What follows belongs to an exercise in optimizing a design on an open flow for small area, a short achievable clock period and few clock cycles per item; a production flow would make more cautious choices.

## Q
==> flow/design.v (excerpt) <==
module unsigned_decimal_to_ascii #(
    parameter int VALUE_WIDTH = udta_pkg::VALUE_WIDTH_DEF,
    parameter int MAX_DIGITS  = udta_pkg::MAX_DIGITS_DEF
) (
    input  logic                          clk,
    input  logic                          rst_n,
    input  logic                          value_valid,
    output logic                          value_stall,
    input  logic [VALUE_WIDTH-1:0]        value,
    output logic                          digit_valid,
    input  logic                          digit_stall,
    output logic [udta_pkg::CHAR_W-1:0]   digit_char,
    output logic                          last_digit
);
==> module udta_dabble_stage, before the edit <==
module udta_dabble_stage (
    input  logic [udta_pkg::CONV_W-1:0]  in_r,
    input  logic [udta_pkg::NIBBLES-1:0] en,
    output logic [udta_pkg::CONV_W-1:0]  out_r
);
    localparam int W = udta_pkg::CONV_W;
    localparam int V = udta_pkg::VALUE_WIDTH_DEF;
    localparam int N = udta_pkg::NIBBLES;
    function automatic logic [3:0] dab(input logic [3:0] d, input logic e);
        logic a;
        a = e & (d[3] | (d[2] & (d[1] | d[0])));
        dab[3] = d[3] | a;
        dab[2] = a ? (d[3] & d[0]) : d[2];
        dab[1] = a ? ((d[2] & d[1] & d[0]) | (d[3] & ~d[0])) : d[1];
        dab[0] = d[0] ^ a;
    endfunction
    always_comb
    begin
        out_r = in_r;
        for (int j = 0; j < udta_pkg::STEP_BITS; j++)
        begin
            for (int p = (4 - j) % 4; p + 3 < W; p += 4)
            begin
                if ((V - j - p) / 4 < N)
                begin
                    out_r[p +: 4] = dab(out_r[p +: 4],
                                        en[((V - j - p) / 4 < 0) ? 0 : (V - j - p) / 4]);
                end
            end
        end
    end
endmodule
==> module udta_emit, before the edit <==
module udta_emit #(
    parameter int MAX_DIGITS = udta_pkg::MAX_DIGITS_DEF
) (
    input  logic                                    clk,
    input  logic                                    rst_n,
    input  logic                                    in_valid,
    input  logic [MAX_DIGITS*udta_pkg::DIGIT_W-1:0] in_bcd,
    output logic                                    ready,
    output logic                                    digit_valid,
    input  logic                                    digit_stall,
    output logic [udta_pkg::CHAR_W-1:0]             digit_char,
    output logic                                    last_digit
);
    localparam int DW    = udta_pkg::DIGIT_W;
    localparam int BCD_W = MAX_DIGITS * DW;
    localparam int IDX_W = $clog2(MAX_DIGITS);
    logic                em_valid;
    logic                em_first;
    logic [BCD_W-1:0]    em_bcd;
    logic [IDX_W-1:0]    em_idx;
    logic [IDX_W-1:0]    lead;
    logic [IDX_W-1:0]    sel;
    logic [DW-1:0]       cur_digit;
    logic                cur_last;
    logic                push;
    logic                o_valid;
    logic [DW:0]         o_data;
    logic                s_valid;
    logic [DW:0]         s_data;
    logic                o_en;
    always_comb
    begin
        lead = '0;
        for (int d = 0; d < MAX_DIGITS; d++)
        begin
            if (em_bcd[d*DW +: DW] != '0)
            begin
                lead = IDX_W'(d);
            end
        end
    end
    assign sel       = em_first ? lead : em_idx;
    assign cur_digit = em_bcd[sel*DW +: DW];
    assign cur_last  = (sel == '0);
    assign push  = em_valid && !s_valid;
    assign ready = !em_valid || (push && cur_last);
    always_ff @(posedge clk or negedge rst_n)
    begin
        if (!rst_n)
        begin
            em_valid <= 1'b0;
        end
        else if (ready)
        begin
            em_valid <= in_valid;
        end
    end
    always_ff @(posedge clk)
    begin
        if (ready && in_valid)
        begin
            em_bcd   <= in_bcd;
            em_first <= 1'b1;
        end
        else if (push)
        begin
            em_first <= 1'b0;
        end
        if (push)
        begin
            em_idx <= sel - 1'b1;
        end
    end
    assign o_en = !o_valid || !digit_stall;
    always_ff @(posedge clk or negedge rst_n)
    begin
        if (!rst_n)
        begin
            o_valid <= 1'b0;
            s_valid <= 1'b0;
        end
        else
        begin
            if (o_en)
            begin
                o_valid <= s_valid || push;
            end
            s_valid <= s_valid ? !o_en : (push && !o_en);
        end
    end
    always_ff @(posedge clk)
    begin
        if (o_en)
        begin
            o_data <= s_valid ? s_data : {cur_last, cur_digit};
        end
        if (!s_valid)
        begin
            s_data <= {cur_last, cur_digit};
        end
    end
    assign digit_valid = o_valid;
    assign digit_char  = udta_pkg::ASCII_ZERO + {{(udta_pkg::CHAR_W-DW){1'b0}}, o_data[DW-1:0]};
    assign last_digit  = o_data[DW];
endmodule
==> module unsigned_decimal_to_ascii, before the edit <==
module unsigned_decimal_to_ascii #(
    parameter int VALUE_WIDTH = udta_pkg::VALUE_WIDTH_DEF,
    parameter int MAX_DIGITS  = udta_pkg::MAX_DIGITS_DEF
) (
    input  logic                          clk,
    input  logic                          rst_n,
    input  logic                          value_valid,
    output logic                          value_stall,
    input  logic [VALUE_WIDTH-1:0]        value,
    output logic                          digit_valid,
    input  logic                          digit_stall,
    output logic [udta_pkg::CHAR_W-1:0]   digit_char,
    output logic                          last_digit
);
    localparam int W = udta_pkg::CONV_W;
    localparam int N = udta_pkg::NIBBLES;
    logic          r_valid;
    logic [W-1:0]  r_q;
    logic [N-1:0]  e_q;
    logic [W-1:0]  r_step;
    logic [W-1:0]  r_load;
    logic [N-1:0]  e_load;
    logic [N-1:0]  zabove;
    logic          r_finish;
    logic          em_ready;
    logic          handoff;
    logic          take;
    always_comb
    begin
        r_load = W'(value);
        for (int q = 0; q < N; q++)
        begin
            zabove[q] = (q == N - 1) ? 1'b1 : (value >> (4 * q + 4)) == '0;
            if (zabove[q] && value[4*q+3] && (value[4*q+2] || value[4*q+1]))
            begin
                r_load[4*q +: 4] = value[4*q +: 4] + 4'd6;
                r_load[4*q+4]    = 1'b1;
            end
        end
        for (int i = 0; i < N; i++)
        begin
            e_load[i] = (value >> 4) != '0;
            if (i >= 2)
            begin
                e_load[i] = e_load[i] && ((value >> (VALUE_WIDTH - 4 * (i - 1))) == '0);
            end
        end
    end
    udta_dabble_stage u_step (
        .in_r  (r_q),
        .en    (e_q),
        .out_r (r_step)
    );
    assign r_finish    = r_valid && (e_q[N-1] || !e_q[0]);
    assign handoff     = r_finish && em_ready;
    assign value_stall = r_valid && !handoff;
    assign take        = value_valid && !value_stall;
    always_ff @(posedge clk or negedge rst_n)
    begin
        if (!rst_n)
        begin
            r_valid <= 1'b0;
        end
        else
        begin
            r_valid <= take || (r_valid && !handoff);
        end
    end
    always_ff @(posedge clk)
    begin
        if (take)
        begin
            r_q <= r_load;
            e_q <= e_load;
        end
        else
        begin
            r_q <= r_step;
            e_q <= (e_q[0] && !e_q[N-1]) ? {e_q[N-2:0], 1'b1} : '0;
        end
    end
    udta_emit #(
        .MAX_DIGITS (MAX_DIGITS)
    ) u_emit (
        .clk         (clk),
        .rst_n       (rst_n),
        .in_valid    (handoff),
        .in_bcd      (r_step),
        .ready       (em_ready),
        .digit_valid (digit_valid),
        .digit_stall (digit_stall),
        .digit_char  (digit_char),
        .last_digit  (last_digit)
    );
endmodule
clock: 5.5 ns
lec_check: 0
cap_margin: 20
core_margin: 2
core_utilization: 40
slew_margin: 20
run.sh (not shown) runs the stock make flow with config.mk's settings and CLKGATE_MAP_FILE= SYNTH_SCRIPT=/design/flow/synth_recipe.tcl, a recipe that flattens the netlist after the stock synthesis.
Changes in S relative to Q:
--- a/flow/design.v
+++ b/flow/design.v
@@ -18,25 +18,25 @@
     localparam int W = udta_pkg::CONV_W;
     localparam int V = udta_pkg::VALUE_WIDTH_DEF;
     localparam int N = udta_pkg::NIBBLES;
     function automatic logic [3:0] dab(input logic [3:0] d, input logic e);
         logic a;
         a = e & (d[3] | (d[2] & (d[1] | d[0])));
-        dab[3] = d[3] | a;
-        dab[2] = a ? (d[3] & d[0]) : d[2];
-        dab[1] = a ? ((d[2] & d[1] & d[0]) | (d[3] & ~d[0])) : d[1];
+        dab[3] = d[3] | (e & d[2] & (d[1] | d[0]));
+        dab[2] = d[2] ? !(e & (d[1] | d[0])) : (e & d[3] & d[0]);
+        dab[1] = d[1] ? (!(e & d[2]) | d[0]) : (e & d[3] & !d[0]);
         dab[0] = d[0] ^ a;
     endfunction
     always_comb
     begin
         out_r = in_r;
         for (int j = 0; j < udta_pkg::STEP_BITS; j++)
         begin
             for (int p = (4 - j) % 4; p + 3 < W; p += 4)
             begin
-                if ((V - j - p) / 4 < N)
+                if ((V - j - p) / 4 < N && p + 4 < W)
                 begin
                     out_r[p +: 4] = dab(out_r[p +: 4],
                                         en[((V - j - p) / 4 < 0) ? 0 : (V - j - p) / 4]);
                 end
             end
         end
@@ -47,23 +47,25 @@
     parameter int MAX_DIGITS = udta_pkg::MAX_DIGITS_DEF
 ) (
     input  logic                                    clk,
     input  logic                                    rst_n,
     input  logic                                    in_valid,
     input  logic [MAX_DIGITS*udta_pkg::DIGIT_W-1:0] in_bcd,
+    input  logic                                    in_single,
     output logic                                    ready,
     output logic                                    digit_valid,
     input  logic                                    digit_stall,
     output logic [udta_pkg::CHAR_W-1:0]             digit_char,
     output logic                                    last_digit
 );
     localparam int DW    = udta_pkg::DIGIT_W;
     localparam int BCD_W = MAX_DIGITS * DW;
     localparam int IDX_W = $clog2(MAX_DIGITS);
     logic                em_valid;
     logic                em_first;
+    logic                em_lastnext;
     logic [BCD_W-1:0]    em_bcd;
     logic [IDX_W-1:0]    em_idx;
     logic [IDX_W-1:0]    lead;
     logic [IDX_W-1:0]    sel;
     logic [DW-1:0]       cur_digit;
     logic                cur_last;
@@ -83,15 +85,15 @@
                 lead = IDX_W'(d);
             end
         end
     end
     assign sel       = em_first ? lead : em_idx;
     assign cur_digit = em_bcd[sel*DW +: DW];
-    assign cur_last  = (sel == '0);
+    assign cur_last  = em_lastnext;
     assign push  = em_valid && !s_valid;
-    assign ready = !em_valid || (push && cur_last);
+    assign ready = !em_valid || (!s_valid && em_lastnext);
     always_ff @(posedge clk or negedge rst_n)
     begin
         if (!rst_n)
         begin
             em_valid <= 1'b0;
         end
@@ -101,18 +103,20 @@
         end
     end
     always_ff @(posedge clk)
     begin
         if (ready && in_valid)
         begin
-            em_bcd   <= in_bcd;
-            em_first <= 1'b1;
+            em_bcd      <= in_bcd;
+            em_first    <= 1'b1;
+            em_lastnext <= in_single;
         end
         else if (push)
         begin
-            em_first <= 1'b0;
+            em_first    <= 1'b0;
+            em_lastnext <= (sel == IDX_W'(1));
         end
         if (push)
         begin
             em_idx <= sel - 1'b1;
         end
     end
@@ -163,12 +167,13 @@
     output logic [udta_pkg::CHAR_W-1:0]   digit_char,
     output logic                          last_digit
 );
     localparam int W = udta_pkg::CONV_W;
     localparam int N = udta_pkg::NIBBLES;
     logic          r_valid;
+    logic          r_single;
     logic [W-1:0]  r_q;
     logic [N-1:0]  e_q;
     logic [W-1:0]  r_step;
     logic [W-1:0]  r_load;
     logic [N-1:0]  e_load;
     logic [N-1:0]  zabove;
@@ -218,14 +223,15 @@
         end
     end
     always_ff @(posedge clk)
     begin
         if (take)
         begin
-            r_q <= r_load;
-            e_q <= e_load;
+            r_q      <= r_load;
+            e_q      <= e_load;
+            r_single <= (value < VALUE_WIDTH'(10));
         end
         else
         begin
             r_q <= r_step;
             e_q <= (e_q[0] && !e_q[N-1]) ? {e_q[N-2:0], 1'b1} : '0;
         end
@@ -234,12 +240,13 @@
         .MAX_DIGITS (MAX_DIGITS)
     ) u_emit (
         .clk         (clk),
         .rst_n       (rst_n),
         .in_valid    (handoff),
         .in_bcd      (r_step),
+        .in_single   (r_single),
         .ready       (em_ready),
         .digit_valid (digit_valid),
         .digit_stall (digit_stall),
         .digit_char  (digit_char),
         .last_digit  (last_digit)
     );
- [compare] base=Q new=S: number of placed instances, taps included climbed 112, layout filler cell count climbed 184, detailed placer's ending HPWL climbed about 11%, well tap count climbed about 16%.
- Final cell count, Q and S: smaller value in Q
- Startpoint of the worst setup timing path = value[25]: S; startpoint of the worst setup timing path = u_emit.em_bcd[29]$_DFFE_PP_: Q
- Every run in the comparison, Q and S, completed the flow with a clean layout.
- Synthesis-to-layout area growth delta for S relative to Q: 1.1 points lower
- S vs Q, via count went up by 708.
- Compared with Q, in S hold slack grew by 0.0038 ns; met2 routed wirelength grew by 930 um.
No functional check of the RTL was part of any run of this note.

-- static timing again, ports no longer ideal --
In the flow no input, the clock included, has a driving cell. The finished layouts below were timed again as built, in two steps.
Step 1 sets driving cells, clkbuf_16 on the clock port and buf_2 on the other inputs (assumed; they add their load-dependent delay and slew).
Step 2 times the ports against the registers' clock, not the clock port: input delays grow and output delays shrink by t, the midpoint of the rising clock arrivals with the driver on.
a / b / c = ideal / step 1 / step 2; a / b = the first two.
| run | t, ns | setup slack, ns | worst setup path after step 2 | worst register clock-pin slew, ns | cell pins on the clock port's net |
|---|---|---|---|---|---|
| Q | 0.394 | 1.196 / 1.154 / 1.139 | input to register | 0.08 / 0.08 | 1 |
| S | 0.392 | 1.753 / 1.776 / 1.384 | input to register | 0.08 / 0.08 | 1 |
After both steps every run listed still meets setup and hold. The setup slack of S, which loses most, moves by +0.023 ns with the drivers and by -0.369 ns with both steps.
